Source: an optimization exercise on an open RTL-to-GDS flow (aim: small area). Production flows keep margins and buffers that such runs may drop.
In this exercise RTL edits were held to simulation tests only and were not proved equivalent to the original.
Power is estimated from default activity; no workload was simulated.

## receiver_credit_rate_controller
module receiver_credit_rate_controller
(
    input  logic        aclk,
    input  logic        aresetn,
    input  logic        s_valid,
    output logic        s_ready,
    input  logic [81:0] s_data,
    output logic        m_valid,
    input  logic        m_ready,
    output logic [84:0] m_data,
    input  logic        cfg_valid,
    output logic        cfg_ready,
    input  logic [1:0]  cfg_index,
    input  logic [31:0] cfg_data
);
clock: 10.0 ns
lec_check: 0
abc_area: 1
cap_margin: 0
core_margin: 2
core_utilization: 60
slew_margin: 0
standard.sh (not shown) runs the stock make flow with config.mk's settings and CLKGATE_MAP_FILE= SYNTH_SCRIPT=/design/flow/synth_recipe.tcl, a recipe that flattens the netlist after the stock synthesis.
==> flow/flow/run.sh <==
#!/bin/bash
# Standard layout, with the port buffers made from sky130_fd_sc_hd__buf_1
# instead of the buffer cell buffer_ports picks by default.
cd "$(dirname "$0")/.."
export BUFFER_PORTS_ARGS="-buffer_cell sky130_fd_sc_hd__buf_1"
export CTS_ARGS="-sink_clustering_enable -repair_clock_nets -dont_use_dummy_load -buf_list sky130_fd_sc_hd__clkbuf_4 -sink_clustering_size 8 -sink_clustering_max_diameter 60"
bash standard.sh > standard.log 2>&1
status=$?
cp standard.sh flow_standard_copy.sh.txt 2>/dev/null
exit $status
The baseline passed the timing, DRC and antenna checks.
Next try:
==> flow/run.sh (new file) <==
#!/bin/bash
# synth_recipe.tcl (not shown) runs the flow's synth.tcl, then flattens the netlist and writes it again
# the make line also repeats each setting of config.mk as NAME=value (left out here)
make -C /OpenROAD-flow-scripts/flow DESIGN_CONFIG=/design/flow/config.mk WORK_HOME=/design/flow/orfs CLKGATE_MAP_FILE= SYNTH_SCRIPT=/design/flow/synth_recipe.tcl finish
CAP_MARGIN = 20   (was 0)
CORE_UTILIZATION = 80   (was 60)
CTS_BUF_LIST = sky130_fd_sc_hd__clkbuf_4   (was not set)
SLEW_MARGIN = 20   (was 0)
removed: flow/flow/run.sh
removed: flow/standard.sh
=>
- With this change the flow failed in clock tree synthesis (4_1_cts), error DPL-0033
- synthesized cell count stays the same
- synthesized area stays the same

Setup of build 98:
Starting RTL as in the previous note.
==> flow/config.mk <==
export PLATFORM = sky130hd
export DESIGN_NAME = receiver_credit_rate_controller
export DESIGN_NICKNAME = receiver_credit_rate_controller
export VERILOG_FILES = /design/flow/design.v
export SDC_FILE = /design/flow/constraint.sdc
export NUM_CORES = 4
export LEC_CHECK = 0
export ABC_AREA = 1
export CAP_MARGIN = 20
export CORE_MARGIN = 2
export CORE_UTILIZATION = 60
export SLEW_MARGIN = 20
==> flow/constraint.sdc <==
create_clock -name core_clock -period 10.0 [get_ports {aclk}]
set_input_delay 2.0000 -clock core_clock [delete_from_list [all_inputs] [get_ports {aclk}]]
set_output_delay 2.0000 -clock core_clock [all_outputs]
set_load 0.01 [all_outputs]
==> flow/flow/run.sh <==
#!/bin/bash
# Standard layout, with the port buffers made from sky130_fd_sc_hd__buf_1
# instead of the buffer cell buffer_ports picks by default.
cd "$(dirname "$0")/.."
export BUFFER_PORTS_ARGS="-buffer_cell sky130_fd_sc_hd__buf_1"
export CTS_ARGS="-sink_clustering_enable -repair_clock_nets -dont_use_dummy_load -buf_list sky130_fd_sc_hd__clkbuf_8"
bash standard.sh > standard.log 2>&1
status=$?
cp standard.sh flow_standard_copy.sh.txt 2>/dev/null
exit $status
Build 98 has completed all stages; timing, DRC and antenna checks passed.
What build 50 does differently from build 98 at the input level:
==> flow/flow/run.sh <==
#!/bin/bash
# Standard layout, with the port buffers made from sky130_fd_sc_hd__buf_1
# instead of the buffer cell buffer_ports picks by default.
cd "$(dirname "$0")/.."
export BUFFER_PORTS_ARGS="-buffer_cell sky130_fd_sc_hd__buf_1"
export CTS_ARGS="-sink_clustering_enable -repair_clock_nets -dont_use_dummy_load -buf_list sky130_fd_sc_hd__clkbuf_4"
bash standard.sh > standard.log 2>&1
status=$?
cp standard.sh flow_standard_copy.sh.txt 2>/dev/null
exit $status
--- outcome ---
Between build 98 and build 50, the number of placed cells counting well taps figures differ only marginally.
Compared with build 98, build 50 shows a higher via count.
In build 50 relative to build 98, net total in the final layout had gone up slightly.
Side by side, share of the final layout cell area in multi-input gates turned out higher in build 50 than in build 98.
Setup slack in build 50 is smaller than in build 98.
> inputs changed (build 50 -> build 27)
==> flow/run.sh (new file) <==
#!/bin/bash
# synth_recipe.tcl (not shown) runs the flow's synth.tcl, then flattens the netlist and writes it again
# the make line also repeats each setting of config.mk as NAME=value (left out here)
make -C /OpenROAD-flow-scripts/flow DESIGN_CONFIG=/design/flow/config.mk WORK_HOME=/design/flow/orfs CLKGATE_MAP_FILE= SYNTH_SCRIPT=/design/flow/synth_recipe.tcl finish
removed: flow/flow/run.sh
removed: flow/standard.sh
Findings:
Per the final summary, build 27 finished and its layout is clean on timing, DRC and antenna. From build 50 to build 27 the numbers moved as follows: setup clock skew after layout saw a decrease; multi-input gate share of the layout cell area now sits lower. Total wire length after detailed routing grows by more than 10% when moving from build 50 to build 27.
Input-level comparison between build 14 and build 27:
==> flow/flow/run.sh (new file) <==
#!/bin/bash
# Standard layout, with the port buffers made from sky130_fd_sc_hd__buf_1
# instead of the buffer cell buffer_ports picks by default.
cd "$(dirname "$0")/.."
export BUFFER_PORTS_ARGS="-buffer_cell sky130_fd_sc_hd__buf_1"
export CTS_ARGS="-sink_clustering_enable -repair_clock_nets -dont_use_dummy_load -buf_list sky130_fd_sc_hd__clkbuf_4 -sink_clustering_size 8 -sink_clustering_max_diameter 60"
bash standard.sh > standard.log 2>&1
status=$?
cp standard.sh flow_standard_copy.sh.txt 2>/dev/null
exit $status
==> flow/standard.sh (new file) <==
#!/bin/bash
# synth_recipe.tcl (not shown) runs the flow's synth.tcl, then flattens the netlist and writes it again
# the make line also repeats each setting of config.mk as NAME=value (left out here)
make -C /OpenROAD-flow-scripts/flow DESIGN_CONFIG=/design/flow/config.mk WORK_HOME=/design/flow/orfs CLKGATE_MAP_FILE= SYNTH_SCRIPT=/design/flow/synth_recipe.tcl "${@:-finish}"
removed: flow/run.sh
==> run notes <==
Number of tap cells added at floorplan: build 27 vs build 14 — no meaningful difference. Build 14 contains fewer vias than build 27. Between build 27 and build 14, routed wire length on met2 is higher for build 27, build 14 comes in under that. Combined global-route utilization of all metal layers: build 14 vs build 27 down 3.2 points. Build 14: first-pass GRT wire length 9.6% below build 27. Diff build 14..build 27 | floorplan die width | unchanged. Looking only at worst stage delay on the critical path, and setting everything else aside, the lower value of build 27 and build 14 goes to build 27.
Edits applied to the flow inputs when going from build 14 to build 64:
==> flow/flow/run.sh <==
#!/bin/bash
# Standard layout, with the port buffers made from sky130_fd_sc_hd__buf_1
# instead of the buffer cell buffer_ports picks by default.
cd "$(dirname "$0")/.."
export BUFFER_PORTS_ARGS="-buffer_cell sky130_fd_sc_hd__buf_1"
export CTS_ARGS="-sink_clustering_enable -repair_clock_nets -dont_use_dummy_load -buf_list \"sky130_fd_sc_hd__clkbuf_2 sky130_fd_sc_hd__clkbuf_4\""
bash standard.sh > standard.log 2>&1
status=$?
cp standard.sh flow_standard_copy.sh.txt 2>/dev/null
exit $status
Results
Final instance count without filler cells: build 14 and build 64 compared, higher one is build 64
Build 64 completed; timing, DRC and antenna clean
Status: non-clock buffer contribution to total cell area parity (build 64, build 14)
Going from build 14 to build 64, TritonCTS buffer count +35; met3 global-route usage ~0 delta; worst setup slack -0.025 ns.
Looking at global-route usage over all layers, build 64 sits 0.16 points above build 14.
Between build 14 and build 64, the number of filler cells placed in the layout is higher for build 14.
Delta (build 64 minus build 14): total power of the final layout went up by about 4.3%; total die area closely matched the old numbers; first-iteration DRC count +30.
diff inputs: build 64 => build 66
==> flow/flow/run.sh <==
#!/bin/bash
# Standard layout, with the port buffers made from sky130_fd_sc_hd__buf_1
# instead of the buffer cell buffer_ports picks by default.
cd "$(dirname "$0")/.."
export BUFFER_PORTS_ARGS="-buffer_cell sky130_fd_sc_hd__buf_1"
export CTS_ARGS="-sink_clustering_enable -repair_clock_nets -dont_use_dummy_load -buf_list sky130_fd_sc_hd__clkbuf_2"
bash standard.sh > standard.log 2>&1
status=$?
cp standard.sh flow_standard_copy.sh.txt 2>/dev/null
exit $status
==> run notes <==
Build 66: all stages complete, timing, DRC and antenna checks passed. Transition time of the tightest slew-check pin for build 66: 0.0085 ns down relative to build 64. Per the comparison of build 66 with build 64, worst setup slack saw a decrease; number of clock buffers inserted by TritonCTS moved down. Build 64 reports its critical path class as reg -> reg while build 66 reports reg -> out.

-- separate check: timing with driven ports --
The flow's constraints put no driver on any port. The routed layouts listed below were extracted and timed again, unchanged, in two steps. Step 1 sets driving cells, clkbuf_16 on the clock port and buf_2 on the other inputs (assumed; they add their load-dependent delay and slew). Step 2, shift: input delay + t, output delay - t, t = (earliest + latest rising clock arrival at the registers) / 2. This alone moves slack from input paths to output paths. a / b / c = ideal / step 1 / step 2; a / b = the first two.
run	t (ns)	setup WS [ns]	hold WS [ns]	worst register clock-pin slew, ns	worst slew at a driven data input, ns
the first run of note 1	0.689	4.905 / 4.871 / 4.905	0.240 / 0.240 / 0.240	0.11 / 0.11	0.05
build 98	0.603	4.926 / 4.926 / 4.926	0.267 / 0.267 / 0.267	0.08 / 0.08	0.05
build 50	0.735	4.879 / 4.843 / 4.879	0.225 / 0.225 / 0.225	0.07 / 0.07	0.05
build 27	0.591	4.731 / 4.731 / 4.731	0.307 / 0.307 / 0.307	0.08 / 0.08	0.07
build 14	0.697	4.904 / 4.861 / 4.910	0.243 / 0.243 / 0.243	0.11 / 0.11	0.05
build 64	0.735	4.879 / 4.843 / 4.879	0.225 / 0.225 / 0.225	0.07 / 0.07	0.05
build 66	0.911	4.723 / 4.680 / 4.976	0.139 / 0.139 / 0.139	0.13 / 0.13	0.05
After both steps every run listed still meets setup and hold.
